This design comes from an exercise in tuning for small area, a short achievable clock period and few clock cycles per item on the open sky130 flow, not from production work. Function was checked by simulation only, so behaviour that the tests miss may differ from the original. Power figures rest on the tool's default switching activity, not on a simulated workload.

### design/flow/design.v
package bbs_pkg;
    localparam int STACK_DEPTH = 256;
    localparam int PTR_W = $clog2(STACK_DEPTH);
    typedef logic [PTR_W-1:0] ptr_t;
    typedef logic [7:0] byte_t;
    typedef enum logic [2:0] {
        CMD_PUSH    = 3'd0,
        CMD_POP     = 3'd1,
        CMD_DUP     = 3'd2,
        CMD_DROP    = 3'd3,
        CMD_PEEK    = 3'd4,
        CMD_COMPARE = 3'd5
    } cmd_t;
endpackage
module bbs_ram (
    input  logic       clk,
    input  logic       rst_n,
    input  logic       sh_p,
    input  logic       sh_m,
    input  logic       pol,
    input  logic       wr0,
    input  logic       wr1,
    input  logic       wr2,
    input  logic       wr255,
    input  logic [7:0] d0,
    input  logic [7:0] d1,
    input  logic [7:0] d2,
    input  logic [7:0] d255,
    output logic [7:0] q0,
    output logic [7:0] q1,
    output logic [7:0] q2,
    output logic [7:0] q3,
    output logic [7:0] q254,
    output logic [7:0] q255
);
    logic [7:0]    r0;
    logic [2047:8] ring;
    logic [2047:0] cur;
    logic [2047:0] nxt;
    assign cur = {ring, r0};
    always_comb
    begin
        for (int j = 0; j < 256; j++)
        begin
            nxt[8*j +: 8] = ~(({8{sh_p}} & cur[8*((j+1)%256) +: 8])
                            | ({8{sh_m}} & cur[8*((j+255)%256) +: 8]));
        end
        if (wr0)
        begin
            nxt[7:0] = d0 ^ {8{~pol}};
        end
        if (wr1)
        begin
            nxt[15:8] = d1 ^ {8{~pol}};
        end
        if (wr2)
        begin
            nxt[23:16] = d2 ^ {8{~pol}};
        end
        if (wr255)
        begin
            nxt[2047:2040] = d255 ^ {8{~pol}};
        end
    end
    always_ff @(posedge clk or negedge rst_n)
    begin
        if (!rst_n)
        begin
            r0 <= '0;
        end
        else
        begin
            r0 <= nxt[7:0];
        end
    end
    always_ff @(posedge clk)
    begin
        ring <= nxt[2047:8];
    end
    assign q0   = r0;
    assign q1   = ring[15:8];
    assign q2   = ring[23:16];
    assign q3   = ring[31:24];
    assign q254 = ring[2039:2032];
    assign q255 = ring[2047:2040];
endmodule
module bidirectional_byte_stack_unit (
    input  logic       clk,
    input  logic       rst_n,
    input  logic       in_valid,
    output logic       in_stall,
    input  logic [2:0] command,
    input  logic       grow_down,
    input  logic [7:0] push_value,
    output logic       out_valid,
    input  logic       out_stall,
    output logic [7:0] read_value,
    output logic       zero_out,
    output logic       carry_out,
    output logic [7:0] pointer_out
);
    logic       ir_valid;
    logic [2:0] ir_cmd;
    logic       ir_down;
    logic [7:0] ir_val;
    logic       sh_p, sh_m;      
    logic       off, off_next;   
    logic       pol;             
    logic [7:0] sp_reg, sp_next;
    logic       zero_reg, zero_next;
    logic       carry_reg, carry_next;
    logic [7:0] du_reg, du_next;      
    logic [7:0] dd_reg, dd_next;      
    logic [8:0] span;                 
    logic       full_reg, full_next;  
    logic       newterr;              
    logic       vp1_reg, vp2_reg, vm1_reg, vm2_reg;
    logic       vp1_next, vp2_next, vm1_next, vm2_next;
    logic [1:0]  qc;         
    logic [1:0]  qv;         
    logic        ov_reg;     
    logic [17:0] qd0, qd1;
    logic        exec;       
    logic        ir_valid_next, nx_down, nx_step, nx_up;
    logic [17:0] res;
    logic        stall_reg;
    logic       accept, pop;
    logic       in_up, in_dn, in_step, in_shp;
    logic       is_push, is_pd, is_rm, is_rd, is_cmp;
    logic       up, dn;
    logic       vp1, vp2, vm1, vm2;
    logic       clr0, wr_hi, wr_lo;
    logic [7:0] q0, q1, q2, q3, q254, q255;
    logic       sa1, sa2, sa255, sa0, a_zp;
    logic       sb2, sb3, sb254, sb255, b_zp;
    logic       nv_p1, nv_p2, nv_m1, nv_m2, pol_next;
    logic [7:0] a_st, b_st;            
    logic       a_eq_b, a_lt_b, a_gt_b;
    logic [7:0] a_val, wr_data, rv;
    logic       wr0, wr1, wr2, wr255;
    logic [7:0] d0, d1, d2, d255;
    logic [1:0] nq;
    logic       n_ge1, n_ge2;
    assign exec     = ir_valid & ~qc[1];
    assign in_stall = stall_reg;
    assign accept   = in_valid & ~(ir_valid & qc[1]);
    assign pop      = qv[0] & ~out_stall;
    assign qv       = {qc[1], qc != 2'd0};
    assign in_up   = ((command == bbs_pkg::CMD_PUSH) | (command == bbs_pkg::CMD_DUP)) & ~grow_down
                   | ((command == bbs_pkg::CMD_POP) | (command == bbs_pkg::CMD_DROP)) & grow_down;
    assign in_step = (command == bbs_pkg::CMD_PUSH) | (command == bbs_pkg::CMD_DUP)
                   | (command == bbs_pkg::CMD_POP) | (command == bbs_pkg::CMD_DROP);
    assign is_push = (ir_cmd == bbs_pkg::CMD_PUSH);
    assign is_pd   = (ir_cmd == bbs_pkg::CMD_PUSH) | (ir_cmd == bbs_pkg::CMD_DUP);
    assign is_rm   = (ir_cmd == bbs_pkg::CMD_POP)  | (ir_cmd == bbs_pkg::CMD_DROP);
    assign is_rd   = (ir_cmd == bbs_pkg::CMD_POP)  | (ir_cmd == bbs_pkg::CMD_PEEK);
    assign is_cmp  = (ir_cmd == bbs_pkg::CMD_COMPARE);
    assign up      = exec & ((is_pd & ~ir_down) | (is_rm & ir_down));
    assign dn      = exec & ((is_pd & ir_down) | (is_rm & ~ir_down));
    assign off_next = (up | dn) ? off : ~off;
    assign vp1 = vp1_reg;
    assign vp2 = vp2_reg;
    assign vm1 = vm1_reg;
    assign vm2 = vm2_reg;
    bbs_ram u_ram (
        .clk   (clk),
        .rst_n (rst_n),
        .sh_p  (sh_p),
        .sh_m  (sh_m),
        .pol   (pol),
        .wr0   (wr0),
        .wr1   (wr1),
        .wr2   (wr2),
        .wr255 (wr255),
        .d0    (d0),
        .d1    (d1),
        .d2    (d2),
        .d255  (d255),
        .q0    (q0),
        .q1    (q1),
        .q2    (q2),
        .q3    (q3),
        .q254  (q254),
        .q255  (q255)
    );
    assign a_st = ({8{sa1}} & q1) | ({8{sa2}} & q2) | ({8{sa255}} & q255) | ({8{sa0}} & q0)
                | {8{a_zp}};
    assign b_st = ({8{sb2}} & q2) | ({8{sb3}} & q3) | ({8{sb254}} & q254) | ({8{sb255}} & q255)
                | {8{b_zp}};
    assign a_eq_b = (a_st == b_st);
    assign a_lt_b = (a_st < b_st);
    assign a_gt_b = (a_st > b_st);
    assign a_val  = a_st ^ {8{pol}};
    assign wr_data = is_push ? ir_val : a_val;
    assign clr0  = exec & (is_rm | (is_pd & (ir_down ? ~vm1 : ~vp1)));
    assign wr_hi = exec & is_pd & ~ir_down;
    assign wr_lo = exec & is_pd & ir_down;
    assign wr0   = (clr0 & ~off_next) | (wr_hi & off_next);
    assign wr1   = (clr0 & off_next) | (wr_lo & ~off_next);
    assign wr2   = wr_lo & off_next;
    assign wr255 = wr_hi & ~off_next;
    assign d0    = off_next ? wr_data : 8'd0;
    assign d1    = off_next ? 8'd0 : wr_data;
    assign d2    = wr_data;
    assign d255  = wr_data;
    assign rv = is_rd ? a_val : 8'd0;
    assign newterr = (up & ~vp1_reg) | (dn & ~vm1_reg);
    always_comb
    begin
        sp_next    = sp_reg;
        du_next    = du_reg;
        dd_next    = dd_reg;
        vp1_next   = vp1_reg;
        vp2_next   = vp2_reg;
        vm1_next   = vm1_reg;
        vm2_next   = vm2_reg;
        zero_next  = zero_reg;
        carry_next = carry_reg;
        if (up)
        begin
            sp_next  = sp_reg + 8'd1;
            du_next  = (du_reg == 8'd0) ? 8'd0 : du_reg - 8'd1;
            dd_next  = dd_reg + 8'd1;
            vp1_next = vp2_reg;
            vp2_next = du_reg > 8'd2;
            vm1_next = 1'b1;
            vm2_next = vm1_reg;
        end
        if (dn)
        begin
            sp_next  = sp_reg - 8'd1;
            dd_next  = (dd_reg == 8'd0) ? 8'd0 : dd_reg - 8'd1;
            du_next  = du_reg + 8'd1;
            vm1_next = vm2_reg;
            vm2_next = dd_reg > 8'd2;
            vp1_next = 1'b1;
            vp2_next = vp1_reg;
        end
        if (full_next)
        begin
            vp1_next = 1'b1;
            vp2_next = 1'b1;
            vm1_next = 1'b1;
            vm2_next = 1'b1;
        end
        if (exec & is_cmp)
        begin
            zero_next  = a_eq_b;
            carry_next = pol ? a_gt_b : a_lt_b;
        end
    end
    assign span      = {1'b0, du_reg} + {1'b0, dd_reg};
    assign full_next = full_reg | (newterr & (span == 9'd254));
    assign res = {rv, zero_next, carry_next, sp_next};
    assign nv_p1    = vp1_next;
    assign nv_p2    = vp2_next;
    assign nv_m1    = vm1_next;
    assign nv_m2    = vm2_next;
    assign pol_next = ~pol;
    assign nq    = qc - 2'(pop) + 2'(exec);
    assign n_ge1 = (nq != 2'd0);
    assign n_ge2 = nq[1];
    assign ir_valid_next = accept | (ir_valid & ~exec);
    assign nx_down       = accept ? grow_down : ir_down;
    assign nx_step       = accept ? in_step : (is_pd | is_rm);
    assign nx_up         = accept ? in_up : ((is_pd & ~ir_down) | (is_rm & ir_down));
    assign in_shp        = (ir_valid_next & ~n_ge2 & nx_step) ? nx_up : off_next;
    always_ff @(posedge clk or negedge rst_n)
    begin
        if (!rst_n)
        begin
            ir_valid  <= 1'b0;
            sh_p      <= 1'b0;
            sh_m      <= 1'b1;
            off       <= 1'b0;
            pol       <= 1'b0;
            sp_reg    <= '0;
            zero_reg  <= 1'b0;
            carry_reg <= 1'b0;
            du_reg    <= '0;
            dd_reg    <= '0;
            full_reg  <= 1'b0;
            vp1_reg   <= 1'b0;
            vp2_reg   <= 1'b0;
            vm1_reg   <= 1'b0;
            vm2_reg   <= 1'b0;
            qc        <= '0;
            ov_reg    <= 1'b0;
        end
        else
        begin
            ir_valid  <= ir_valid_next;
            sh_p      <= in_shp;
            sh_m      <= ~in_shp;
            off       <= off_next;
            pol       <= ~pol;
            sp_reg    <= sp_next;
            zero_reg  <= zero_next;
            carry_reg <= carry_next;
            du_reg    <= du_next;
            dd_reg    <= dd_next;
            full_reg  <= full_next;
            vp1_reg   <= vp1_next;
            vp2_reg   <= vp2_next;
            vm1_reg   <= vm1_next;
            vm2_reg   <= vm2_next;
            qc        <= nq;
            ov_reg    <= n_ge1;
        end
    end
    always_ff @(posedge clk)
    begin
        stall_reg <= ir_valid_next & n_ge2;
        sa1       <= nx_down & ~off_next & nv_p1;
        sa2       <= nx_down & off_next & nv_p1;
        sa255     <= ~nx_down & ~off_next & nv_m1;
        sa0       <= ~nx_down & off_next & nv_m1;
        a_zp      <= pol_next & (nx_down ? ~nv_p1 : ~nv_m1);
        sb2       <= nx_down & ~off_next & nv_p2;
        sb3       <= nx_down & off_next & nv_p2;
        sb254     <= ~nx_down & ~off_next & nv_m2;
        sb255     <= ~nx_down & off_next & nv_m2;
        b_zp      <= pol_next & (nx_down ? ~nv_p2 : ~nv_m2);
    end
    always_ff @(posedge clk)
    begin
        if (accept)
        begin
            ir_cmd  <= command;
            ir_down <= grow_down;
            ir_val  <= push_value;
        end
        qd0 <= ({18{pop & qv[1]}} & qd1)
             | ({18{(pop & ~qv[1]) | ~qv[0]}} & res)
             | ({18{qv[0] & ~pop}} & qd0);
        if (!qv[1])
        begin
            qd1 <= res;
        end
    end
    assign out_valid   = ov_reg;
    assign read_value  = qd0[17:10];
    assign zero_out    = qd0[9];
    assign carry_out   = qd0[8];
    assign pointer_out = qd0[7:0];
endmodule
### design/flow/run.sh
#!/bin/bash
# synth_recipe.tcl (not shown) runs the flow's synth.tcl, then flattens the netlist and writes it again
# the make line also repeats each setting of config.mk as NAME=value (left out here)
make -C /OpenROAD-flow-scripts/flow DESIGN_CONFIG=/design/flow/config.mk WORK_HOME=/design/flow/orfs CLKGATE_MAP_FILE= SYNTH_SCRIPT=/design/flow/synth_recipe.tcl finish
### design/flow/config.mk
export PLATFORM = sky130hd
export DESIGN_NAME = bidirectional_byte_stack_unit
export DESIGN_NICKNAME = bidirectional_byte_stack_unit
export VERILOG_FILES = /design/flow/design.v
export SDC_FILE = /design/flow/constraint.sdc
export NUM_CORES = 4
export LEC_CHECK = 0
export CAP_MARGIN = 20
export CORE_MARGIN = 2
export CORE_UTILIZATION = 55
export CTS_BUF_LIST = sky130_fd_sc_hd__clkbuf_8 sky130_fd_sc_hd__clkbuf_16
export CTS_CLUSTER_DIAMETER = 80
export CTS_CLUSTER_SIZE = 24
export SETUP_SLACK_MARGIN = 4.8
export SLEW_MARGIN = 20
### design/flow/constraint.sdc
create_clock -name core_clock -period 7.0 [get_ports {clk}]
set_input_delay 1.4000 -clock core_clock [delete_from_list [all_inputs] [get_ports {clk}]]
set_output_delay 1.4000 -clock core_clock [all_outputs]
set_load 0.01 [all_outputs]
==> flow_summary.ini, run 1 <==
[clock_tree]
numCtsBuffers = 101
cts.sinks = 2146
cts-htree-levels = 3
root_buffer = clkbuf_16
cts_tree = done
clock_latency_ps = 700
clk_pin_slew_worst_paths_ps = 100
clock_path_buffers = 3

[route]
routed_wl_mm = 110
drt-initial-drc-count = 3178
vias_per_cell = 6.07
drtPass1Iterations = 8
wire_per_inst_um = 16.9
vias = 39466
drc_errors = 0
postRouteAntennaNets = 0

[die]
core_um2 = 116000
io_pins = 36
die_height_um = 346
row_count = 125
die_w_um = 346
die_area_um2 = 119000
initial_core_util_pct = 55.4

[setup_path]
required_ps = 5600
worstSetupStartpointType = flop
critPathMaxFanout = 1
path_buf_inv = 1
cp.arrival_ps = 1230
critPathTopFamily = flip-flops
critPathSlowestCell = dfrtp_1
crit_chain = buf_2
slowest_delay_ps = 390
worstSetupEndpointType = output port
critPathKind = reg2out

[final_layout]
drive_gt1_share_pct = 6.36
largest_register_ffs = 2040
antenna_cells = 0
regMostFlops = u_ram.ring
biggestRegsByFlops = u_ram.ring: 2040 flops, qd0: 18 flops, qd1: 18 flops
syn_to_final_growth_pct = 7.37
nNetsFinal = 5004

[logic_synthesis]
yosysTopAreaCellShare_pct = 64.6
netlist_area_um2 = 64200
syn_area_per_cell_um2 = 12.3
syn_nets = 5281
ys_ff_latch = 2146
synth_ff_type = dfxtp_1
synth_commonest_cells = dfxtp_1, a22oi_1, clkbuf_1
yosysSeqAreaShare_pct = 67.8
post-synth-top-count-cell = dfxtp_1
synth_edf_count = 29
synth_cell_types = 72
async_reset_ff_share_pct = 2.19
synth_cells = 5236
synth_area_leaders = dfxtp_1, a22oi_1, clkbuf_1
ys_warn_count = 2
synth.largest_area_cell = dfxtp_1

[sta]
fin_crit_ps = 2630
maxSlewHeadroom_pct = 22.2
skew_ps = 23.8
hold_violations = 0
worstMarginPinSlew_ps = 1170
slew_violations = 0
final-setup-viol-count = 0
period_share_pct = 37.6
rsz0062_at_grt = true
layout_setup_ws_ps = 4370
fmax_mhz = 380
setup_tns_ps = 0

[placed_design]
hpwl_mm = 59.6
place_ws_ps = 3510
numPortBuffers = 35
gp_congestion = 0.806

[global_routing]
antenna_found_initial = 0
grt_first_pass_wirelength_mm = 185
grt_pass1_vias = 37460
grt_max_degree = 262
grtUsageTotal_pct = 17.5
overflow = 0

[pwr]
ir_worst_vdd_mv = 0.483
powerDensity_nw_per_um2 = 610
p_leak_nw = 27.3

[worst_hold_path]
hp-class = reg2reg

[status]
status = no timing/DRC/antenna violations

[job]
maxCapViolCount = 0
where the power goes:
group | switching (mW) | internal, mW | leakage [nW]
sequential | 3.98 | 19.3 | 18.3
combinational | 6.49 | 5.86 | 7.61
clock | 3.61 | 2.75 | 1.42
metrics by stage:
stage	instances	hold WS (ps)	total power, mW	utilization [%]	instance area [µm²]
after floorplan	5236	415	32.2	-	64300
after global placement	6328	420	34.7	56.1	65100
after detailed placement	6328	424	35.2	56.1	65100
after CTS	6486	435	42.2	59.2	68600
after global routing	6506	435	45.2	59.5	68900
final	6506	431	42.0	59.5	68900
worst reg2reg max path, delay by kind of cell (launching register included):
kind / cells / cell delay (ps)
AND/OR/NAND/NOR: 3 / 550
adder cells (fa/ha/maj): 2 / 570
buffers and inverters: 2 / 270
AO/OA/AOI/OAI: 3 / 650
flip-flops: 1 / 450
cell families after synthesis:
family                     synth area share [%]
adders and majority gates                 0.577
xor gates and xnor gates                  0.464
buffers and inverters                      3.12
AOI/OAI and AO/OA                          26.4
DFF                                        67.8
and+or+nand+nor                            1.51
muxes                                     0.129
cell usage in the layout, fill, tap and decap left out, drive strengths merged, types with 41 or more instances in the layout:
cell	netlist	layout
a21oi	75	75
a22oi	2064	2064
inv	28	41
dfrtp	46	46
nand2	64	64
o21ai	51	51
dfxtp	2070	2070
nor2	65	65
buf	23	101
clkbuf	478	107
timing repair:
item,CTS,global route
cloned,5,1
endpoints found under the setup margin,1977,814
pin swaps,12,20
hold buffers,0,0
gates resized for setup,193,34
buffers inserted,27,19
path summary, 6_finish.rpt:
| kind | start | end | slack (ps) | cells after the start |
|---|---|---|---|---|
| max in group asynchronous | rst_n | sh_p | 5620 | 2 |
| setup reg to reg | dd_reg[0] | sb3 | 4460 | 10 |
| min in group asynchronous | rst_n | du_reg[2] | 830 | 2 |
| hold reg to reg | u_ram.ring[1178] | u_ram.ring[1170] | 430 | 1 |
| hold / removal | u_ram.ring[1178] | u_ram.ring[1170] | 430 | 1 |
| setup / recovery | ov_reg | out_valid | 4370 | 1 |
final cells by class:
type / count / area, µm²
multi-input combinational: 2561 / 19000
sequential: 2146 / 43500
inverter: 28 / 109
fill: 9597 / 47000
clock buffer: 105 / 2630
timing repair inverter: 1 / 5.00
timing repair buffer: 120 / 1540
clock inverter: 21 / 186
tap: 1524 / 1910
routing by layer:
metal	track usage, %	vias to the layer above	share of wire, %
met5	0	-	0
met4	4.57	0	2.2
met3	2.40	153	3.0
met2	27.4	453	45
met1	25.6	19326	50
li1	-	19534	-
Testbench counts, summed over its fixed seeds: cycles 32,016, items 32,000.
==> run 2: changes to the inputs <==
--- a/design/flow/config.mk
+++ b/design/flow/config.mk
@@ -8,8 +8,7 @@
 export CAP_MARGIN = 20
 export CORE_MARGIN = 2
 export CORE_UTILIZATION = 55
-export CTS_BUF_LIST = sky130_fd_sc_hd__clkbuf_8 sky130_fd_sc_hd__clkbuf_16
 export CTS_CLUSTER_DIAMETER = 80
 export CTS_CLUSTER_SIZE = 24
-export SETUP_SLACK_MARGIN = 4.8
+export SETUP_SLACK_MARGIN = 4.5
 export SLEW_MARGIN = 20
==> run 2 against run 1 <==
  * Sequential power about the same
  * First-iteration DRC count up 5.4%
  * Final cell count decreased by 0.54%
  * Clock power hardly changed
  * Synthesized area stayed put
  * Still clean on timing, DRC and antenna
  * Worst setup slack improved by 9.4 ps
  * Critical path depth stayed put
  * Total power down 0.82%
  * Largest cell class unchanged
  * Critical path type unchanged
  * Clock skew down 5.0 ps
  * Worst hold slack better by 2.5 ps
==> flow_summary.ini, run 2 <==
[placed_design]
hpwl_mm = 61.3
numPortBuffers = 35
gp_congestion = 0.831
dpl-instance-area_um2 = 65000

[setup_path]
worstSetupStartpointType = flop
cp.arrival_ps = 1220
crit_chain = buf_2
slowest_delay_ps = 390
worstSetupEndpointType = output port
rr_worst_depth = 8
path_buf_inv = 1
critPathSlowestCell = dfrtp_1
r2r-start = sa1
rr_endpoint = qd1[8]
required_ps = 5600
r2r_setup_slack_ps = 4480
critPathTopFamily = flip-flops
critPathKind = reg2out
critPathMaxFanout = 1

[final_layout]
antenna_cells = 0
design_area_um2 = 68300
layout_commonest_cell = a22oi_1
syn_to_final_growth_pct = 6.40
biggestRegsByFlops = u_ram.ring: 2040 flops, qd0: 18 flops, qd1: 18 flops
nNetsFinal = 4973
largest_register_ffs = 2040
fillers = 9606
regMostFlops = u_ram.ring
drive_gt1_share_pct = 5.24
final_cell_mix = a22oi_1, dfxtp_1, clkbuf_16, a21oi_1, nand2_1

[logic_synthesis]
yosysTopAreaCellShare_pct = 64.6
synth_area_leaders = dfxtp_1, a22oi_1, clkbuf_1
synth_top_family_by_area = compound AO/OA/AOI/OAI gates
synth.largest_area_cell = dfxtp_1
ys_ff_latch = 2146
syn_area_per_cell_um2 = 12.3
muxShareOfSynthArea_pct = 0.129
synth_edf_count = 29
synth_ff_type = dfxtp_1
post-synth-top-count-cell = dfxtp_1
synth-compound-area-share_pct = 26.4
synthAdderAreaFrac_pct = 0.577
yosysSeqAreaShare_pct = 67.8
synth_cells = 5236
synth_xor_area_share_pct = 0.464
netlist_area_um2 = 64200
syn_nets = 5281
ys_warn_count = 2
synth_cell_types = 72
async_reset_ff_share_pct = 2.19
synth_commonest_cells = dfxtp_1, a22oi_1, clkbuf_1
synthSimpleGateAreaFrac_pct = 1.51

[clock_tree]
root_buffer = clkbuf_16
cts_hold_buf = 0
clk_pin_slew_worst_paths_ps = 100
cts.sinks = 2146
clock_path_buffers = 3
cts_tree = done
clock_latency_ps = 690
numCtsBuffers = 100
cts-htree-levels = 3

[die]
core_um2 = 116000
die_height_um = 346
io_pins = 36
row_count = 125
initial_core_util_pct = 55.4
die_area_um2 = 119000
die_w_um = 346

[route]
drc_errors = 0
postRouteAntennaNets = 0
drtPass1Iterations = 8
vias_per_cell = 6.10
routed_wl_mm = 111
wire_per_inst_um = 17.2
drt-initial-drc-count = 3350
vias = 39442

[pwr]
comb_power_share_pct = 28.5
clock_power_share_pct = 15.2
switching_share_pct = 33.6
switchingPower_mw = 14.0
power.internal_mw = 27.7
p_leak_nw = 27.0
p_seq_share_pct = 56.2
ir_worst_vdd_mv = 0.563
powerDensity_nw_per_um2 = 610

[sta]
setup_tns_ps = 0
slew_violations = 0
skew_ps = 18.8
rsz0062_at_grt = true
final-setup-viol-count = 0
period_share_pct = 37.4
maxSlewHeadroom_pct = 20.6
fmax_mhz = 382
hold_violations = 0
worstMarginPinSlew_ps = 1190
fin_crit_ps = 2620

[global_routing]
grt_pass1_vias = 37497
overflow = 0
grt_max_degree = 266
antenna_found_initial = 0
grtUsageTotal_pct = 17.6
grt_first_pass_wirelength_mm = 185

[worst_hold_path]
hp-class = reg2reg
hp-start = u_ram.ring[1548]
whs_endpoint = u_ram.ring[1540]
hold_depth = 1

[job]
maxCapViolCount = 0

[status]
status = no timing/DRC/antenna violations
-- run 2: changes by cell type in the layout (fill, tap and decap cells not counted), moves of 6 or more --
cell      delta
buf_6        -7
clkbuf_1     +8
o21ai_0     +10
inv_1        -6
o21ai_1      -9
buf_16       -8
buf_4       -13
-- run 2: kinds of logic (layout without fill, tap and decap cells) --
| logic type | count (synthesis) | in the layout |
|---|---|---|
| AO/OA/AOI/OAI | 2284 | 2284 |
| XOR/XNOR | 34 | 34 |
| adder cells (fa/ha/maj) | 29 | 29 |
| buffers and inverters | 529 | 240 |
| flip-flops | 2146 | 2146 |
| multiplexers | 8 | 8 |
| AND/OR/NAND/NOR | 206 | 206 |
-- run 2: power by group through the flow --
stage	Clock, mW	Sequential [mW]	Combinational (mW)
after floorplan	0	22.1	10.1
after global placement	0	23.7	11.2
after detailed placement	0	23.7	11.6
after CTS	6.61	23.5	11.9
after global routing	7.03	24.2	13.5
final	6.35	23.4	11.9
-- run 2: worst max-delay path by stage --
stage,end,cells after the start,startpoint,slack [ps]
after floorplan,sh_p,10,out_stall,4240
after global placement,sh_p,10,out_stall,3440
after detailed placement,sh_p,10,out_stall,3470
after CTS,out_valid,1,ov_reg,4320
after global routing,sb3,10,dd_reg[0],4310
final,out_valid,1,ov_reg,4380
-- run 2: stage by stage --
stage	hold WS, ps	setup slack (ps)	std cells	total power, mW	util [%]
after floorplan	415	4240	5236	32.1	-
after global placement	421	3440	6326	34.8	56.1
after detailed placement	425	3470	6326	35.2	56.1
after CTS	437	4320	6463	41.9	58.8
after global routing	447	4310	6471	44.8	58.9
final	433	4380	6471	41.7	58.9
-- run 2: cell type report --
cell class	instances	area [µm²]	share of cell area, %
clock buffer	116	2700	3.95
multi-input combinational	2561	18900	27.7
timing repair buffer	91	1080	1.58
sequential	2146	43500	63.8
inverter	28	109	0.159
clock inverter	5	66.3	0.0971
tap	1524	1910	2.79
-- run 2: per-layer routing --
layer | share of wire [%] | GRT usage [%] | vias up
li1 | - | - | 19494
met1 | 50 | 25.4 | 19425
met2 | 45 | 28.0 | 385
met3 | 2.8 | 2.17 | 138
met4 | 2.0 | 4.79 | 0
met5 | 0 | 0 | -
-- run 2: timing repair --
item                                    4_1_cts  5_1_grt
buffers inserted                             15        8
gates cloned                                  1        0
resized for setup                           164       16
pin swaps                                    11        7
endpoints found under the setup margin      630      387
==> run 3: changes to the inputs <==
--- a/design/flow/config.mk
+++ b/design/flow/config.mk
@@ -10,5 +10,6 @@
 export CORE_UTILIZATION = 55
 export CTS_CLUSTER_DIAMETER = 80
 export CTS_CLUSTER_SIZE = 24
-export SETUP_SLACK_MARGIN = 4.5
+export HOLD_SLACK_MARGIN = 0.0
+export SETUP_SLACK_MARGIN = 4.3
 export SLEW_MARGIN = 20
==> run 3 against run 2 <==
  * Final area shrank 0.45%
  * Highest routed layer unchanged
  * Final cell count shrank 0.12%
  * Non-clock buffer count decreased by 5
  * Still clean on timing, DRC and antenna
  * Sequential share of layout area up 0.27 points
  * Worst hold slack got worse by 2.0 ps
  * Fmax decreased by 1.7%
  * Synthesized area is the same
  * Combinational power is essentially flat
==> flow_summary.ini, run 3 <==
[setup_path]
crit_chain = clkbuf_2
critPathMaxFanout = 2
cp.arrival_ps = 1260
required_ps = 5600
worstSetupEndpointType = output port
critPathSlowestCell = dfxtp_1
worstSetupStartpointType = flop
critPathKind = reg2out
path_buf_inv = 1
critPathTopFamily = flip-flops
slowest_delay_ps = 350

[final_layout]
finalNonFillerCells = 6463
final_util_pct = 58.7
biggestRegsByFlops = u_ram.ring: 2040 flops, qd0: 18 flops, qd1: 18 flops
syn_to_final_growth_pct = 5.92
drive_gt1_share_pct = 4.86
regMostFlops = u_ram.ring
nNetsFinal = 4968
design_area_um2 = 68000
layout_commonest_cell = a22oi_1
largest_register_ffs = 2040
antenna_cells = 0
final_cell_mix = a22oi_1, dfxtp_1, clkbuf_16, a21oi_1, nand2_1

[logic_synthesis]
syn_nets = 5281
yosysSeqAreaShare_pct = 67.8
synth_cells = 5236
ys_warn_count = 2
syn_area_per_cell_um2 = 12.3
post-synth-top-count-cell = dfxtp_1
synth_ff_type = dfxtp_1
synth.largest_area_cell = dfxtp_1
async_reset_ff_share_pct = 2.19
yosysTopAreaCellShare_pct = 64.6
synth_edf_count = 29
netlist_area_um2 = 64200
synth_commonest_cells = dfxtp_1, a22oi_1, clkbuf_1
synth_cell_types = 72
ys_ff_latch = 2146
synth_area_leaders = dfxtp_1, a22oi_1, clkbuf_1

[global_routing]
grtUsageTotal_pct = 17.5
grt_pass1_vias = 37422
antenna_found_initial = 0
grt_max_degree = 268
grt_first_pass_wirelength_mm = 185
overflow = 0

[placed_design]
dpl-instance-area_um2 = 65100
dp.cells = 6332
hpwl_mm = 61.3
gp_congestion = 0.806
numPortBuffers = 35
place_ws_ps = 3450

[sta]
period_share_pct = 38.1
maxSlewHeadroom_pct = 28.8
fmax_mhz = 375
slew_violations = 0
final-setup-viol-count = 0
rsz0062_at_grt = true
setup_tns_ps = 0
worstMarginPinSlew_ps = 1070
hold_violations = 0
layout_setup_ws_ps = 4340
fin_crit_ps = 2660
skew_ps = 18.1

[job]
maxCapViolCount = 0

[pwr]
ir_worst_vdd_mv = 0.346
powerDensity_nw_per_um2 = 609
p_leak_nw = 26.9

[die]
die_height_um = 346
initial_core_util_pct = 55.4
core_um2 = 116000
io_pins = 36
die_area_um2 = 119000
row_count = 125
die_w_um = 346

[route]
routed_wl_mm = 111
postRouteAntennaNets = 0
wire_per_inst_um = 17.1
drc_errors = 0
drt-initial-drc-count = 3137
vias = 39326
drtPass1Iterations = 7
vias_per_cell = 6.08

[clock_tree]
clock_path_buffers = 3
clk_pin_slew_worst_paths_ps = 100
cts.sinks = 2146
numCtsBuffers = 100
cts-htree-levels = 3
root_buffer = clkbuf_16
cts_tree = done
clock_latency_ps = 690

[worst_hold_path]
hp-class = reg2reg

[status]
status = no timing/DRC/antenna violations
run 3: final timing paths:
kind | start | to | slack (ps) | depth (start not counted)
max | qd0[14] | read_value[4] | 4340 | 1
min | u_ram.ring[1194] | u_ram.ring[1186] | 430 | 1
max reg2reg | sb3 | qd1[8] | 4360 | 9
min reg2reg | u_ram.ring[1194] | u_ram.ring[1186] | 430 | 1
max in group asynchronous | rst_n | sh_p | 5540 | 2
min in group asynchronous | rst_n | du_reg[7] | 560 | 1
run 3: worst register-to-register path, stage by stage (launching register included):
cell	delay (ps)
dfxtp_2	410
a222oi_1	390
and2_1	190
ha_1	240
nor2b_1	140
o211ai_1	220
a21oi_1	110
a211oi_2	280
mux2i_2	120
mux2_2	300
run 3: metal layers:
metal	up-vias	part of all wire (%)	global-route usage (%)
li1	19466	-	-
met4	0	2.1	5.07
met3	145	3.0	2.31
met1	19310	49	25.4
met2	405	45	27.4
met5	-	0	0
run 3: power breakdown:
group | total, mW | switching, mW | internal, mW
Clock | 6.26 | 3.57 | 2.69
Sequential | 23.4 | 4.10 | 19.3
Combinational | 11.7 | 6.24 | 5.46
Total | 41.4 | 13.9 | 27.5
run 3: metrics by stage:
step,power (mW),hold WS [ps]
after floorplan,32.1,415
after global placement,34.8,421
after detailed placement,35.2,424
after CTS,41.6,428
after global routing,44.5,444
final,41.4,431
run 3: area by class of cell:
cell class,instances,area [µm²]
Inverter,28,109
Multi-Input combinational cell,2561,18800
Tap cell,1524,1910
Fill cell,9683,47900
Clock inverter,9,115
Sequential cell,2146,43500
Timing Repair Buffer,86,963
Clock buffer,109,2570
run 3: cells by family (layout without fill, tap and decap cells):
family / after synthesis / count (layout) / share of synthesized area [%]
AO/OA/AOI/OAI: 2284 / 2284 / 26.4
XOR/XNOR: 34 / 34 / 0.464
adder cells (fa/ha/maj): 29 / 29 / 0.577
buffers and inverters: 529 / 232 / 3.12
flip-flops: 2146 / 2146 / 67.8
multiplexers: 8 / 8 / 0.129
AND/OR/NAND/NOR: 206 / 206 / 1.51
run 3: timing repair:
| action | CTS | global route |
|---|---|---|
| pin swaps | 5 | 10 |
| setup buffers | 6 | 4 |
| hold endpoints to repair | 0 | 0 |
| hold buffers | 0 | 0 |
| resized for setup | 106 | 25 |
| endpoints found under the setup margin | 430 | 683 |
| gates cloned | 0 | 1 |
==> run 4: changes to the inputs <==
--- a/design/flow/config.mk
+++ b/design/flow/config.mk
@@ -10,6 +10,5 @@
 export CORE_UTILIZATION = 55
 export CTS_CLUSTER_DIAMETER = 80
 export CTS_CLUSTER_SIZE = 24
-export HOLD_SLACK_MARGIN = 0.0
-export SETUP_SLACK_MARGIN = 4.3
+export SETUP_SLACK_MARGIN = 4.8
 export SLEW_MARGIN = 20
==> run 4 against run 3 <==
  * Register-to-register slack better by 100 ps
  * Sequential cell count stayed put
  * Clock skew is 5.2 ps higher
  * Synthesized cell count stayed put
  * Critical path depth stayed put
  * Routed wire length is 0.29% lower
  * Fmax is 1.4% higher
  * Worst setup slack better by 37 ps
  * Clock-buffer cell count is 6 higher
  * Global-route usage hardly changed
  * Sequential share of layout area is 0.83 points lower
  * Utilization is 0.80 points higher
  * Largest cell class unchanged
==> flow_summary.ini, run 4 <==
[placed_design]
place_ws_ps = 3510
hpwl_mm = 59.6
gp_congestion = 0.806
numPortBuffers = 35
dp.cells = 6328

[route]
vias = 39442
drt-initial-drc-count = 3274
wire_per_inst_um = 16.9
vias_per_cell = 6.06
drc_errors = 0
postRouteAntennaNets = 0
drtPass1Iterations = 10
routed_wl_mm = 110

[die]
io_pins = 36
die_w_um = 346
die_height_um = 346
initial_core_util_pct = 55.4
row_count = 125
die_area_um2 = 119000
core_um2 = 116000

[worst_hold_path]
hp-class = reg2reg

[final_layout]
regArea_um2 = 43500
layout_commonest_cell = a22oi_1
antenna_cells = 0
nNetsFinal = 5004
regMostFlops = u_ram.ring
largest_register_ffs = 2040
biggestRegsByFlops = u_ram.ring: 2040 flops, qd0: 18 flops, qd1: 18 flops
multi_input_area_um2 = 19000
drive_gt1_share_pct = 6.36
final_cell_mix = a22oi_1, dfxtp_1, clkbuf_16, a21oi_1, nand2_1
finalNonFillerCells = 6506
syn_to_final_growth_pct = 7.37
fillers = 9597

[setup_path]
critPathTopFamily = flip-flops
critPathKind = reg2out
r2r_setup_slack_ps = 4460
worstSetupStartpointType = flop
required_ps = 5600
cp.arrival_ps = 1230
crit_chain = buf_2
path_buf_inv = 1
critPathMaxFanout = 1
worstSetupEndpointType = output port
critPathSlowestCell = dfrtp_1
slowest_delay_ps = 390

[logic_synthesis]
synth_cell_types = 72
synth_area_leaders = dfxtp_1, a22oi_1, clkbuf_1
synth_cells = 5236
synth_ff_type = dfxtp_1
synth_edf_count = 29
synth.largest_area_cell = dfxtp_1
yosysSeqAreaShare_pct = 67.8
syn_nets = 5281
async_reset_ff_share_pct = 2.19
syn_area_per_cell_um2 = 12.3
ys_warn_count = 2
post-synth-top-count-cell = dfxtp_1
synth_commonest_cells = dfxtp_1, a22oi_1, clkbuf_1
yosysTopAreaCellShare_pct = 64.6
netlist_area_um2 = 64200
ys_ff_latch = 2146

[sta]
fmax_mhz = 381
setup_tns_ps = 0
hold_violations = 0
rsz0062_at_grt = true
final-setup-viol-count = 0
worstMarginPinSlew_ps = 1190
layout_setup_ws_ps = 4370
slew_violations = 0
skew_ps = 23.3
fin_crit_ps = 2630
period_share_pct = 37.5
maxSlewHeadroom_pct = 20.6

[clock_tree]
cts.sinks = 2146
clk_pin_slew_worst_paths_ps = 100
clock_path_buffers = 3
root_buffer = clkbuf_16
cts-htree-levels = 3
clock_latency_ps = 700
cts_tree = done
numCtsBuffers = 101

[global_routing]
grt_first_pass_wirelength_mm = 185
grt_pass1_vias = 37453
grt_max_degree = 262
antenna_found_initial = 0
overflow = 0
grtUsageTotal_pct = 17.5

[pwr]
ir_worst_vdd_mv = 0.483
powerDensity_nw_per_um2 = 610
p_leak_nw = 27.3

[job]
maxCapViolCount = 0

[status]
status = no timing/DRC/antenna violations
## run 4: cell counts after synthesis
No cell type changed its count.
## run 4: cell type report
cell class / instances / area share [%]
Clock buffer: 115 / 3.87
Clock inverter: 11 / 0.216
Sequential cell: 2146 / 63.2
Timing Repair Buffer: 120 / 2.24
Multi-Input combinational cell: 2561 / 27.6
Tap cell: 1524 / 2.77
Timing Repair inverter: 1 / 0.00726
Inverter: 28 / 0.158
## run 4: worst paths after layout
path                                    end  cells after the start             start
max in group asynchronous              sh_p                      2             rst_n
hold reg to reg            u_ram.ring[1170]                      1  u_ram.ring[1178]
hold / removal             u_ram.ring[1170]                      1  u_ram.ring[1178]
setup reg to reg                        sb3                     10         dd_reg[0]
min in group asynchronous         du_reg[2]                      2             rst_n
setup / recovery                  out_valid                      1            ov_reg
## run 4: through the flow
step,instance area [µm²],hold WS (ps),utilization (%),power (mW)
6_report,68900,432,59.5,42.0
3_3_place_gp,65100,420,56.1,34.7
5_1_grt,68900,435,59.5,45.2
3_5_place_dp,65100,424,56.1,35.2
2_1_floorplan,64300,415,-,32.2
4_1_cts,68600,435,59.2,42.2
## run 4: metal layers
metal / GRT usage, % / share of wire [%]
met1: 25.6 / 50
met2: 27.4 / 45
met3: 2.40 / 3.0
met4: 4.57 / 2.2
met5: 0 / 0
## run 4: kinds of logic (layout without fill, tap and decap cells)
kind of cell             after synthesis  count (layout)  share of synthesized area (%)
buffers and inverters                529             275                           3.12
AO/OA/AOI/OAI                       2284            2284                           26.4
XOR/XNOR                              34              34                          0.464
adder cells (fa/ha/maj)               29              29                          0.577
flip-flops                          2146            2146                           67.8
multiplexers                           8               8                          0.129
AND/OR/NAND/NOR                      206             206                           1.51
## run 4: where the power goes
part | total (mW) | switching, mW | internal (mW) | leakage [nW]
clock | 6.37 | 3.61 | 2.76 | 1.38
combinational | 12.4 | 6.49 | 5.86 | 7.61
sequential | 23.3 | 3.99 | 19.3 | 18.3
## run 4: repair_timing
| item | CTS | global route |
|---|---|---|
| pin swaps | 12 | 20 |
| hold endpoints to repair | 0 | 0 |
| cloned | 5 | 1 |
| gates resized for setup | 193 | 34 |
| setup endpoints to repair | 1977 | 815 |
| buffers inserted | 27 | 19 |
| hold buffers | 0 | 0 |
==> run 5: changes to the inputs <==
--- a/design/flow/config.mk
+++ b/design/flow/config.mk
@@ -8,7 +8,8 @@
 export CAP_MARGIN = 20
 export CORE_MARGIN = 2
 export CORE_UTILIZATION = 55
-export CTS_CLUSTER_DIAMETER = 80
-export CTS_CLUSTER_SIZE = 24
+export CTS_BUF_LIST = sky130_fd_sc_hd__clkbuf_8
+export CTS_CLUSTER_DIAMETER = 60
+export CTS_CLUSTER_SIZE = 16
 export SETUP_SLACK_MARGIN = 4.8
 export SLEW_MARGIN = 20
==> run 5 against run 4 <==
  * Critical path type unchanged
  * Total power fell by 0.63%
  * Sequential cell count did not move
  * Largest power group unchanged
  * Combinational power is essentially flat
==> flow_summary.ini, run 5 <==
[status]
status = no timing/DRC/antenna violations

[clock_tree]
cts_tree = done
clk_pin_slew_worst_paths_ps = 100
clock_path_buffers = 3
cts.sinks = 2146
numCtsBuffers = 156
root_buffer = clkbuf_8
clock_latency_ps = 840
cts-htree-levels = 4

[pwr]
powerDensity_nw_per_um2 = 607
p_total_mw = 41.8
p_leak_nw = 27.3
ir_worst_vdd_mv = 0.463

[die]
core_um2 = 116000
initial_core_util_pct = 55.4
io_pins = 36
row_count = 125
die_height_um = 346
die_area_um2 = 119000
die_w_um = 346

[setup_path]
cp.arrival_ps = 1370
r2r_setup_slack_ps = 4460
worstSetupEndpointType = output port
critPathSlowestCell = dfrtp_1
required_ps = 5600
slowest_delay_ps = 390
critPathMaxFanout = 1
path_buf_inv = 1
critPathKind = reg2out
rr_endpoint = sb3
critPathTopFamily = flip-flops
rr_worst_depth = 10
crit_chain = buf_2
r2r-start = dd_reg[0]
worstSetupStartpointType = flop

[final_layout]
multi_input_area_um2 = 19000
finalNonFillerCells = 6582
regArea_um2 = 43500
syn_to_final_growth_pct = 7.16
final_util_pct = 59.3
design_area_um2 = 68800
fillers = 9635
largest_register_ffs = 2040
regMostFlops = u_ram.ring
layout_commonest_cell = a22oi_1
biggestRegsByFlops = u_ram.ring: 2040 flops, qd0: 18 flops, qd1: 18 flops
drive_gt1_share_pct = 7.72
nNetsFinal = 5062
final_cell_mix = a22oi_1, dfxtp_1, clkbuf_8, a21oi_1, nand2_1

[placed_design]
numPortBuffers = 35
place_ws_ps = 3510
gp_congestion = 0.806
dp.cells = 6328
dpl-instance-area_um2 = 65100
hpwl_mm = 59.6

[sta]
setup_tns_ps = 0
fin_crit_ps = 2770
hold_ws_ps = 430
fmax_mhz = 361
period_share_pct = 39.5
layout_setup_ws_ps = 4230
rsz0062_at_grt = true
hold_violations = 0
maxSlewHeadroom_pct = 21.7
slew_violations = 0
worstMarginPinSlew_ps = 1170
skew_ps = 23.7
final-setup-viol-count = 0

[logic_synthesis]
synth_cells = 5236
syn_area_per_cell_um2 = 12.3
synth_cell_types = 72
yosysTopAreaCellShare_pct = 64.6
ys_ff_latch = 2146
netlist_area_um2 = 64200
synth_ff_type = dfxtp_1
post-synth-top-count-cell = dfxtp_1
synth_area_leaders = dfxtp_1, a22oi_1, clkbuf_1
syn_nets = 5281
yosysSeqAreaShare_pct = 67.8
ys_warn_count = 2
synth_edf_count = 29
synth_commonest_cells = dfxtp_1, a22oi_1, clkbuf_1
async_reset_ff_share_pct = 2.19
synth.largest_area_cell = dfxtp_1

[worst_hold_path]
hp-start = u_ram.ring[1470]
hp-class = reg2reg
whs_endpoint = u_ram.ring[1462]
hold_depth = 1

[route]
wire_per_inst_um = 17.2
postRouteAntennaNets = 0
vias = 39914
drt-initial-drc-count = 3462
drc_errors = 0
routed_wl_mm = 113
vias_per_cell = 6.06
drtPass1Iterations = 6

[global_routing]
grt_pass1_vias = 38130
grtUsageTotal_pct = 17.8
grt_max_degree = 262
grt_first_pass_wirelength_mm = 187
antenna_found_initial = 2
overflow = 0

[job]
maxCapViolCount = 0
## run 5: cell counts after synthesis
Identical to the previous run, type by type.
## run 5: timing repair
action | CTS | global route
cloned | 5 | 4
hold buffers | 0 | 0
endpoints found under the setup margin | 1971 | 781
hold endpoints to repair | 0 | 0
setup buffers | 28 | 18
pin swaps | 18 | 16
gates resized for setup | 191 | 38
## run 5: routing by layer
layer	part of all wire, %	vias to the layer above	track usage [%]
met5	0	-	0
met4	2.0	0	5.40
met3	3.3	192	2.85
met2	45	499	27.5
met1	50	19593	25.8
li1	-	19630	-
## run 5: kinds of logic after synthesis
logic type	after synthesis	share of synthesized area [%]
mux	8	0.129
flops	2146	67.8
fa+ha+maj	29	0.577
simple gates	206	1.51
buf+inv	529	3.12
xor+xnor	34	0.464
compound gates	2284	26.4
## run 5: how the worst max path moves through the flow
stage                    from         to  slack (ps)  cells past startpoint
CTS                    ov_reg  out_valid        4120                      1
finish                 ov_reg  out_valid        4230                      1
global placement    out_stall       sh_m        3480                     10
floorplan           out_stall       sh_p        4270                     10
global route           ov_reg  out_valid        4140                      1
detailed placement  out_stall       sh_p        3510                     10
## run 5: layout make-up
cell class              instances  share of cell area (%)
well taps                    1524                    2.77
repair buffers                123                    2.36
clock buffers                 169                    3.38
repair inverters                1                  0.0109
flip-flops and latches       2146                    63.3
inverters                      28                   0.158
clock inverters                27                   0.349
multi-input cells            2561                    27.6
diodes                          3                  0.0109
## run 5: power by group
group	leakage (nW)	switching, mW	internal [mW]
clock	1.36	3.64	2.31
combinational	7.66	6.60	5.93
sequential	18.3	3.97	19.3
==> run 6: changes to the inputs <==
==> design/flow/config.mk (replaced) <==
export PLATFORM = sky130hd
export DESIGN_NAME = bidirectional_byte_stack_unit
export DESIGN_NICKNAME = bidirectional_byte_stack_unit
export VERILOG_FILES = /design/flow/design.v
export SDC_FILE = /design/flow/constraint.sdc
export NUM_CORES = 4
export LEC_CHECK = 0
export CAP_MARGIN = 20
export CORE_MARGIN = 2
export CORE_UTILIZATION = 60
export CTS_CLUSTER_DIAMETER = 100
export CTS_CLUSTER_SIZE = 30
export HOLD_SLACK_MARGIN = 0.0
export PLACE_DENSITY = 0.68
export SETUP_SLACK_MARGIN = 4.7
export SLEW_MARGIN = 20
==> run 6 against run 5 <==
  * Still clean
  * Sequential power about the same
  * Non-clock buffer count decreased by 17
  * Sequential share of layout area increased by 0.81 points
  * First-iteration DRC count increased by 6.7%
  * Synthesized cell count unchanged
  * Combinational power about the same
  * Worst setup slack improved by 150 ps
  * Via count decreased by 0.99%
  * Worst hold slack got worse by 3.5 ps
  * Clock skew decreased by 1.6 ps
  * Critical path type is now reg2reg
  * Largest cell class unchanged
  * Highest routed layer unchanged
==> flow_summary.ini, run 6 <==
[status]
status = no timing/DRC/antenna violations

[pwr]
powerDensity_nw_per_um2 = 606
ir_worst_vdd_mv = 0.390
switching_share_pct = 33.9
power.internal_mw = 27.2
comb_power_share_pct = 29.7
p_seq_share_pct = 56.7
clock_power_share_pct = 13.6
p_total_mw = 41.2
p_leak_nw = 26.9
switchingPower_mw = 13.9

[setup_path]
critPathSlowestCell = dfrtp_2
slowest_delay_ps = 460
critPathTopFamily = compound AO/OA/AOI/OAI gates
cp.arrival_ps = 3250
crit_chain = ha_4, inv_2, fa_1, or3_4, a2111oi_4, o2111ai_2, o41ai_4, buf_6, nor2_4, nor2_1
worstSetupStartpointType = flop
critPathKind = reg2reg
path_buf_inv = 2
worstSetupEndpointType = flop
critPathMaxFanout = 6
required_ps = 7630

[die]
row_count = 119
core_um2 = 106000
initial_core_util_pct = 60.7
die_w_um = 331
die_area_um2 = 110000
io_pins = 36
die_height_um = 331

[final_layout]
final_cell_mix = a22oi_1, dfxtp_1, clkbuf_16, a21oi_1, nand2_1
syn_to_final_growth_pct = 5.78
biggestRegsByFlops = u_ram.ring: 2040 flops, qd0: 18 flops, qd1: 18 flops
finalNonFillerCells = 6329
layout_commonest_cell = a22oi_1
largest_register_ffs = 2040
nNetsFinal = 4969
antenna_cells = 0
design_area_um2 = 67900
drive_gt1_share_pct = 5.37
regMostFlops = u_ram.ring
final_util_pct = 64.2

[global_routing]
overflow = 0
grt_max_degree = 268
grtUsageTotal_pct = 18.9
grt_first_pass_wirelength_mm = 181
antenna_found_initial = 0
grt_pass1_vias = 37076

[clock_tree]
clock_path_buffers = 3
numCtsBuffers = 81
cts_hold_buf = 0
cts-htree-levels = 3
clock_latency_ps = 690
clk_pin_slew_worst_paths_ps = 110
cts.sinks = 2146
root_buffer = clkbuf_16
cts_tree = done

[route]
drt-initial-drc-count = 3694
drc_errors = 0
drtPass1Iterations = 9
vias = 39520
postRouteAntennaNets = 0
wire_per_inst_um = 17.2
routed_wl_mm = 109
vias_per_cell = 6.24

[logic_synthesis]
async_reset_ff_share_pct = 2.19
ys_warn_count = 2
synth_ff_type = dfxtp_1
yosysSeqAreaShare_pct = 67.8
ys_ff_latch = 2146
synth.largest_area_cell = dfxtp_1
syn_area_per_cell_um2 = 12.3
netlist_area_um2 = 64200
synth_area_leaders = dfxtp_1, a22oi_1, clkbuf_1
synth_commonest_cells = dfxtp_1, a22oi_1, clkbuf_1
synth_edf_count = 29
syn_nets = 5281
post-synth-top-count-cell = dfxtp_1
synth_cells = 5236
yosysTopAreaCellShare_pct = 64.6
synth_cell_types = 72

[placed_design]
gp_congestion = 0.840
hpwl_mm = 58.8
dpl-instance-area_um2 = 64900
dp.cells = 6193
numPortBuffers = 35
place_ws_ps = 3470

[sta]
worstMarginPinSlew_ps = 1170
maxSlewHeadroom_pct = 22.2
period_share_pct = 37.4
fin_crit_ps = 2620
fmax_mhz = 382
setup_tns_ps = 0
skew_ps = 22.1
rsz0062_at_grt = true
final-setup-viol-count = 0
hold_violations = 0
hold_ws_ps = 426
layout_setup_ws_ps = 4380
slew_violations = 0

[worst_hold_path]
hp-class = reg2reg

[job]
maxCapViolCount = 0
==> run 6: cell counts after synthesis <==
No cell type changed its count.
==> run 6: worst paths after layout <==
check / start / to / slack, ps / cells past startpoint
worst max register to register: dd_reg[0] / sa255 / 4380 / 10
worst min register to register: u_ram.ring[1830] / u_ram.ring[1822] / 430 / 1
max in group asynchronous: rst_n / sh_p / 5670 / 2
worst min-delay path: u_ram.ring[1830] / u_ram.ring[1822] / 430 / 1
worst max-delay path: dd_reg[0] / sa255 / 4380 / 10
min in group asynchronous: rst_n / du_reg[6] / 820 / 2
==> run 6: kinds of logic (layout without fill, tap and decap cells) <==
group | count (synthesis) | in the layout | synth area share (%)
buf+inv | 529 | 231 | 3.12
flops | 2146 | 2146 | 67.8
simple gates | 206 | 206 | 1.51
compound gates | 2284 | 2284 | 26.4
fa+ha+maj | 29 | 29 | 0.577
xor+xnor | 34 | 34 | 0.464
mux | 8 | 8 | 0.129
==> run 6: per-layer routing <==
layer	global-route usage (%)	routed length (µm)	up-vias
met5	0	0	-
met4	4.22	1970	0
met3	2.54	3390	139
met2	30.2	50400	501
met1	27.5	53400	19429
li1	-	-	19451
==> run 6: worst register-to-register path, cell delays in order, from the launching register on <==
cell and delay [ps]:
dfrtp_2 460, ha_4 180, inv_2 50, fa_1 400
or3_4 380, a2111oi_4 210, o2111ai_2 190, o41ai_4 290
buf_6 220, nor2_4 60, nor2_1 120
==> run 6: power groups by stage <==
stage | combinational (mW) | sequential, mW | clock (mW)
2_1_floorplan | 10.1 | 22.1 | 0
3_3_place_gp | 11.0 | 23.5 | 0
3_5_place_dp | 11.5 | 23.6 | 0
4_1_cts | 12.1 | 23.3 | 5.85
5_1_grt | 13.8 | 24.1 | 6.25
6_report | 12.2 | 23.3 | 5.61
==> run 6: final cells by class <==
cell class                      instances  area [µm²]
Inverter                               28         109
Sequential cell                      2146       43500
Multi-Input combinational cell       2561       18900
Clock buffer                           90        2100
Clock inverter                          7        82.6
Tap cell                             1391        1740
Timing Repair Buffer                  106        1390
Fill cell                            8289       37800
==> run 6: timing repair <==
action	4_1_cts	5_1_grt
endpoints found under the setup margin	2035	675
setup buffers	21	12
gates cloned	4	2
resized for setup	177	21
pin swaps	13	12
==> run 7: changes to the inputs <==
--- a/design/flow/config.mk
+++ b/design/flow/config.mk
@@ -7,10 +7,9 @@
 export LEC_CHECK = 0
 export CAP_MARGIN = 20
 export CORE_MARGIN = 2
-export CORE_UTILIZATION = 60
+export CORE_UTILIZATION = 55
 export CTS_CLUSTER_DIAMETER = 100
 export CTS_CLUSTER_SIZE = 30
 export HOLD_SLACK_MARGIN = 0.0
-export PLACE_DENSITY = 0.68
-export SETUP_SLACK_MARGIN = 4.7
+export SETUP_SLACK_MARGIN = 4.65
 export SLEW_MARGIN = 20
==> run 7 against run 6 <==
  * Clock power rose by 1%
  * Worst hold slack improved by 8.4 ps
  * Total power fell by 0.10%
  * Global-route usage fell by 1.4 points
  * Synthesized area did not move
  * Critical path depth fell by 9
  * Synthesized cell count did not move
  * Sequential cell count did not move
  * Combinational power barely moved
  * Clock-buffer cell count rose by 2
  * Fmax rose by 0.29%
==> flow_summary.ini, run 7 <==
[sta]
period_share_pct = 37.3
skew_ps = 20.7
final-setup-viol-count = 0
worstMarginPinSlew_ps = 1190
fmax_mhz = 383
hold_violations = 0
fin_crit_ps = 2610
maxSlewHeadroom_pct = 20.4
slew_violations = 0
setup_tns_ps = 0
rsz0062_at_grt = true

[setup_path]
crit_chain = buf_2
critPathTopFamily = flip-flops
rr_endpoint = sb255
required_ps = 5600
critPathMaxFanout = 1
r2r-start = dd_reg[0]
worstSetupStartpointType = flop
r2r_setup_slack_ps = 4450
critPathSlowestCell = dfrtp_1
slowest_delay_ps = 390
critPathKind = reg2out
path_buf_inv = 1
rr_worst_depth = 10
cp.arrival_ps = 1210
worstSetupEndpointType = output port

[pwr]
p_leak_nw = 26.9
powerDensity_nw_per_um2 = 605
ir_worst_vdd_mv = 0.427

[route]
routed_wl_mm = 110
drt-initial-drc-count = 3735
vias_per_cell = 6.06
drc_errors = 0
vias = 39172
wire_per_inst_um = 17.0
drtPass1Iterations = 8
postRouteAntennaNets = 0

[logic_synthesis]
netlist_area_um2 = 64200
synth_cells = 5236
synth_xor_area_share_pct = 0.464
synth_top_family_by_area = compound AO/OA/AOI/OAI gates
syn_nets = 5281
post-synth-top-count-cell = dfxtp_1
syn_area_per_cell_um2 = 12.3
synth-compound-area-share_pct = 26.4
async_reset_ff_share_pct = 2.19
yosysTopAreaCellShare_pct = 64.6
synth.largest_area_cell = dfxtp_1
synth_commonest_cells = dfxtp_1, a22oi_1, clkbuf_1
ys_warn_count = 2
synthSimpleGateAreaFrac_pct = 1.51
synth_ff_type = dfxtp_1
muxShareOfSynthArea_pct = 0.129
ys_ff_latch = 2146
synth_cell_types = 72
synth_edf_count = 29
yosysSeqAreaShare_pct = 67.8
synthAdderAreaFrac_pct = 0.577
synth_area_leaders = dfxtp_1, a22oi_1, clkbuf_1

[final_layout]
layout_commonest_cell = a22oi_1
syn_to_final_growth_pct = 5.95
drive_gt1_share_pct = 5.35
biggestRegsByFlops = u_ram.ring: 2040 flops, qd0: 18 flops, qd1: 18 flops
regMostFlops = u_ram.ring
finalNonFillerCells = 6462
largest_register_ffs = 2040
final_util_pct = 58.7
antenna_cells = 0
final_cell_mix = a22oi_1, dfxtp_1, clkbuf_16, a21oi_1, nand2_1
fillers = 9706
nNetsFinal = 4971

[clock_tree]
root_buffer = clkbuf_16
numCtsBuffers = 81
cts_hold_buf = 0
cts_tree = done
cts-htree-levels = 3
clk_pin_slew_worst_paths_ps = 120
clock_path_buffers = 3
clock_latency_ps = 690
cts.sinks = 2146

[global_routing]
grt_busiest_layer = met2
grt_first_pass_wirelength_mm = 185
met1_usage_pct = 26.0
antenna_found_initial = 0
grt_pass1_vias = 37535
use_met2_pct = 27.1
met3_usage_pct = 2.33
grtUsageTotal_pct = 17.5
grt_max_degree = 252
overflow = 0

[placed_design]
gp_congestion = 0.838
dp.cells = 6333
numPortBuffers = 35
hpwl_mm = 60.5

[die]
die_height_um = 346
die_area_um2 = 119000
core_um2 = 116000
initial_core_util_pct = 55.4
io_pins = 36
row_count = 125
die_w_um = 346

[worst_hold_path]
hold_depth = 1
hp-start = u_ram.ring[1086]
hp-class = reg2reg
whs_endpoint = u_ram.ring[1078]

[job]
maxCapViolCount = 0

[status]
status = no timing/DRC/antenna violations
==> run 7: cell counts after synthesis <==
Identical to the previous run, type by type.
==> run 7: where the power goes <==
part           leakage, nW  switching (mW)  total, mW  internal [mW]
combinational         7.49            6.39       12.1           5.72
sequential            18.3            4.03       23.3           19.3
clock                 1.08            3.46       5.69           2.24
total                 26.9            13.9       41.1           27.2
==> run 7: routing by layer <==
metal | share of wire [%] | vias to the layer above | routed length [µm]
li1 | - | 19466 | -
met1 | 50 | 19188 | 55300
met2 | 45 | 388 | 49300
met3 | 2.7 | 130 | 2930
met4 | 1.9 | 0 | 2040
met5 | 0 | - | 0
==> run 7: worst max path at each step <==
stage / endpoint / slack [ps] / startpoint / cells past startpoint
3_3_place_gp: sh_m / 3470 / out_stall / 10
3_5_place_dp: sh_p / 3470 / out_stall / 10
6_report: out_valid / 4390 / ov_reg / 1
2_1_floorplan: sh_p / 4240 / out_stall / 10
5_1_grt: sb255 / 4330 / dd_reg[0] / 10
4_1_cts: out_valid / 4330 / ov_reg / 1
==> run 7: cell families after synthesis <==
group | Yosys count
flops | 2146
xor+xnor | 34
buf+inv | 529
simple gates | 206
compound gates | 2284
fa+ha+maj | 29
mux | 8
==> run 7: layout make-up <==
type / count / area (µm²) / area share (%)
clock buffer: 92 / 2170 / 3.20
clock inverter: 3 / 37.5 / 0.0552
inverter: 28 / 105 / 0.155
multi-input combinational: 2561 / 18900 / 27.8
sequential: 2146 / 43500 / 64.0
tap: 1524 / 1910 / 2.80
timing repair buffer: 108 / 1330 / 1.95
==> run 7: per-stage QoR <==
step                instance area [µm²]  setup slack, ps  power (mW)  hold WS [ps]
finish                            68000             4390        41.1           434
global placement                  65100             3470        34.8           421
detailed placement                65100             3470        35.2           425
CTS                               67800             4330        41.3           435
floorplan                         64300             4240        32.1           415
global route                      68000             4330        44.3           450
==> run 7: what timing repair did <==
| action | in CTS | in global routing |
|---|---|---|
| gates cloned | 3 | 1 |
| setup buffers | 12 | 18 |
| pin swaps | 15 | 15 |
| resized for setup | 174 | 20 |
| endpoints found under the setup margin | 1329 | 1028 |
==> run 8: changes to the inputs <==
--- a/design/flow/config.mk
+++ b/design/flow/config.mk
@@ -5,11 +5,11 @@
 export SDC_FILE = /design/flow/constraint.sdc
 export NUM_CORES = 4
 export LEC_CHECK = 0
-export CAP_MARGIN = 20
+export CAP_MARGIN = 5
 export CORE_MARGIN = 2
 export CORE_UTILIZATION = 55
 export CTS_CLUSTER_DIAMETER = 100
 export CTS_CLUSTER_SIZE = 30
 export HOLD_SLACK_MARGIN = 0.0
 export SETUP_SLACK_MARGIN = 4.65
-export SLEW_MARGIN = 20
+export SLEW_MARGIN = 5
==> run 8 against run 7 <==
  * Still clean on timing, DRC and antenna
  * Worst hold slack unchanged
  * Global-route usage unchanged
  * Final area unchanged
  * Critical path depth unchanged
  * Clock skew unchanged
  * Synthesized area unchanged
  * Via count unchanged
  * Worst setup slack unchanged
  * Critical path type unchanged
  * Largest cell class unchanged
==> flow_summary.ini, run 8 <==
[route]
drc_errors = 0
drt-initial-drc-count = 3735
routed_wl_mm = 110
vias = 39172
drtPass1Iterations = 8
postRouteAntennaNets = 0
vias_per_cell = 6.06
wire_per_inst_um = 17.0

[sta]
fin_crit_ps = 2610
rsz0062_at_grt = true
fmax_mhz = 383
skew_ps = 20.7
hold_violations = 0
slew_violations = 0
setup_tns_ps = 0
maxSlewHeadroom_pct = 20.4
worstMarginPinSlew_ps = 1190
final-setup-viol-count = 0
period_share_pct = 37.3

[setup_path]
worstSetupStartpointType = flop
cp.arrival_ps = 1210
required_ps = 5600
critPathSlowestCell = dfrtp_1
critPathMaxFanout = 1
path_buf_inv = 1
worstSetupEndpointType = output port
rr_worst_depth = 10
cp.depth = 1
critPathTopFamily = flip-flops
slowest_delay_ps = 390
crit_chain = buf_2
critPathKind = reg2out

[clock_tree]
clock_path_buffers = 3
cts_tree = done
cts-htree-levels = 3
numCtsBuffers = 81
clk_pin_slew_worst_paths_ps = 120
root_buffer = clkbuf_16
clock_latency_ps = 690
cts.sinks = 2146

[final_layout]
regMostFlops = u_ram.ring
multi_input_area_um2 = 18900
syn_to_final_growth_pct = 5.95
regArea_um2 = 43500
antenna_cells = 0
final_cell_mix = a22oi_1, dfxtp_1, clkbuf_16, a21oi_1, nand2_1
layout_commonest_cell = a22oi_1
biggestRegsByFlops = u_ram.ring: 2040 flops, qd0: 18 flops, qd1: 18 flops
largest_register_ffs = 2040
nNetsFinal = 4971
drive_gt1_share_pct = 5.35
fillers = 9706

[global_routing]
grt_pass1_vias = 37535
overflow = 0
grt_first_pass_wirelength_mm = 185
antenna_found_initial = 0
grt_max_degree = 252
grtUsageTotal_pct = 17.5

[die]
die_w_um = 346
row_count = 125
core_um2 = 116000
io_pins = 36
initial_core_util_pct = 55.4
die_area_um2 = 119000
die_height_um = 346

[logic_synthesis]
yosysTopAreaCellShare_pct = 64.6
yosysSeqAreaShare_pct = 67.8
synth_ff_type = dfxtp_1
netlist_area_um2 = 64200
synth_cell_types = 72
async_reset_ff_share_pct = 2.19
syn_area_per_cell_um2 = 12.3
synth_edf_count = 29
ys_ff_latch = 2146
syn_nets = 5281
synth_commonest_cells = dfxtp_1, a22oi_1, clkbuf_1
synth_area_leaders = dfxtp_1, a22oi_1, clkbuf_1
synth_cells = 5236
post-synth-top-count-cell = dfxtp_1
ys_warn_count = 2
synth.largest_area_cell = dfxtp_1

[job]
maxCapViolCount = 0

[placed_design]
hpwl_mm = 60.5
numPortBuffers = 35
gp_congestion = 0.838

[pwr]
switching_share_pct = 33.8
p_seq_share_pct = 56.7
p_leak_nw = 26.9
clock_power_share_pct = 13.8
powerDensity_nw_per_um2 = 605
comb_power_share_pct = 29.4
power.internal_mw = 27.2
switchingPower_mw = 13.9
ir_worst_vdd_mv = 0.427
p_total_mw = 41.1

[worst_hold_path]
hp-class = reg2reg
hold_depth = 1

[status]
status = no timing/DRC/antenna violations
## run 8: cell counts after synthesis
Identical to the previous run, type by type.
## run 8: what timing repair did
action,in CTS,in global routing
setup endpoints to repair,1329,1028
gates resized for setup,174,20
hold buffers,0,0
cloned,3,1
buffers inserted,12,18
pin swaps,15,15
## run 8: cells by family (layout without fill, tap and decap cells)
family                   Yosys count  count (layout)  share of synthesized area [%]
AO/OA/AOI/OAI                   2284            2284                           26.4
XOR/XNOR                          34              34                          0.464
adder cells (fa/ha/maj)           29              29                          0.577
buffers and inverters            529             231                           3.12
flip-flops                      2146            2146                           67.8
multiplexers                       8               8                          0.129
AND/OR/NAND/NOR                  206             206                           1.51
## run 8: worst paths after layout
kind                             startpoint                to  slack (ps)
max reg2reg                       dd_reg[0]             sb255        4450
max                                  ov_reg         out_valid        4390
min                        u_ram.ring[1086]  u_ram.ring[1078]         430
max in group asynchronous             rst_n         du_reg[1]        5700
min in group asynchronous             rst_n       u_ram.r0[7]         790
min reg2reg                u_ram.ring[1086]  u_ram.ring[1078]         430
## run 8: area by class of cell
cell class	count	area share (%)
flip-flops and latches	2146	64.0
multi-input cells	2561	27.8
clock inverters	3	0.0552
clock buffers	92	3.20
well taps	1524	2.80
inverters	28	0.155
repair buffers	108	1.95
## run 8: power by group through the flow
stage	Sequential, mW	Combinational [mW]	Clock (mW)
2_1_floorplan	22.1	10.1	0
4_1_cts	23.4	12.0	5.97
3_5_place_dp	23.6	11.6	0
5_1_grt	24.1	13.8	6.38
6_report	23.3	12.1	5.69
3_3_place_gp	23.6	11.2	0
## run 8: layer usage
layer / part of all wire, % / wire length, µm / track usage, % / vias up
li1: - / - / - / 19466
met4: 1.9 / 2040 / 3.91 / 0
met2: 45 / 49300 / 27.1 / 388
met3: 2.7 / 2930 / 2.33 / 130
met1: 50 / 55300 / 26.0 / 19188
met5: 0 / 0 / 0 / -
## run 8: metrics by stage
step	cells	instance area (µm²)	setup slack [ps]	utilization, %	hold slack [ps]
after CTS	6443	67800	4330	58.5	435
after global placement	6333	65100	3470	56.2	421
final	6462	68000	4390	58.7	434
after detailed placement	6333	65100	3470	56.2	425
after floorplan	5236	64300	4240	-	415
after global routing	6462	68000	4330	58.7	450

## what the ideal ports hide
In the flow no input, the clock included, has a driving cell. The finished layouts below were timed again as built, in two steps. Step 1 sets driving cells, clkbuf_16 on the clock port and buf_2 on the other inputs (assumed; they add their load-dependent delay and slew). Step 2, shift: input delay + t, output delay - t, t = (earliest + latest rising clock arrival at the registers) / 2. This alone moves slack from input paths to output paths. Slacks: no drivers / after step 1 / after step 2; pairs: no drivers / after step 1.
| run | shift t [ns] | setup slack, ns | worst slew at a driven data input, ns | cell pins on the clock port's net |
|---|---|---|---|---|
| run 1 | 0.764 | 4.371 / 4.299 / 3.944 | 0.04 | 1 |
| run 2 | 0.748 | 4.381 / 4.315 / 3.789 | 0.04 | 1 |
| run 3 | 0.758 | 4.336 / 4.261 / 3.749 | 0.04 | 1 |
| run 4 | 0.763 | 4.374 / 4.301 / 3.944 | 0.04 | 1 |
| run 5 | 0.896 | 4.232 / 4.168 / 3.946 | 0.04 | 1 |
| run 6 | 0.753 | 4.381 / 4.312 / 3.914 | 0.07 | 1 |
| run 7 | 0.751 | 4.388 / 4.319 / 3.910 | 0.04 | 1 |
| run 8 | 0.751 | 4.388 / 4.319 / 3.910 | 0.04 | 1 |
After both steps setup and hold are still met in every run listed. The setup slack of run 2, which loses most, moves by -0.066 ns with the drivers and by -0.592 ns with both steps.
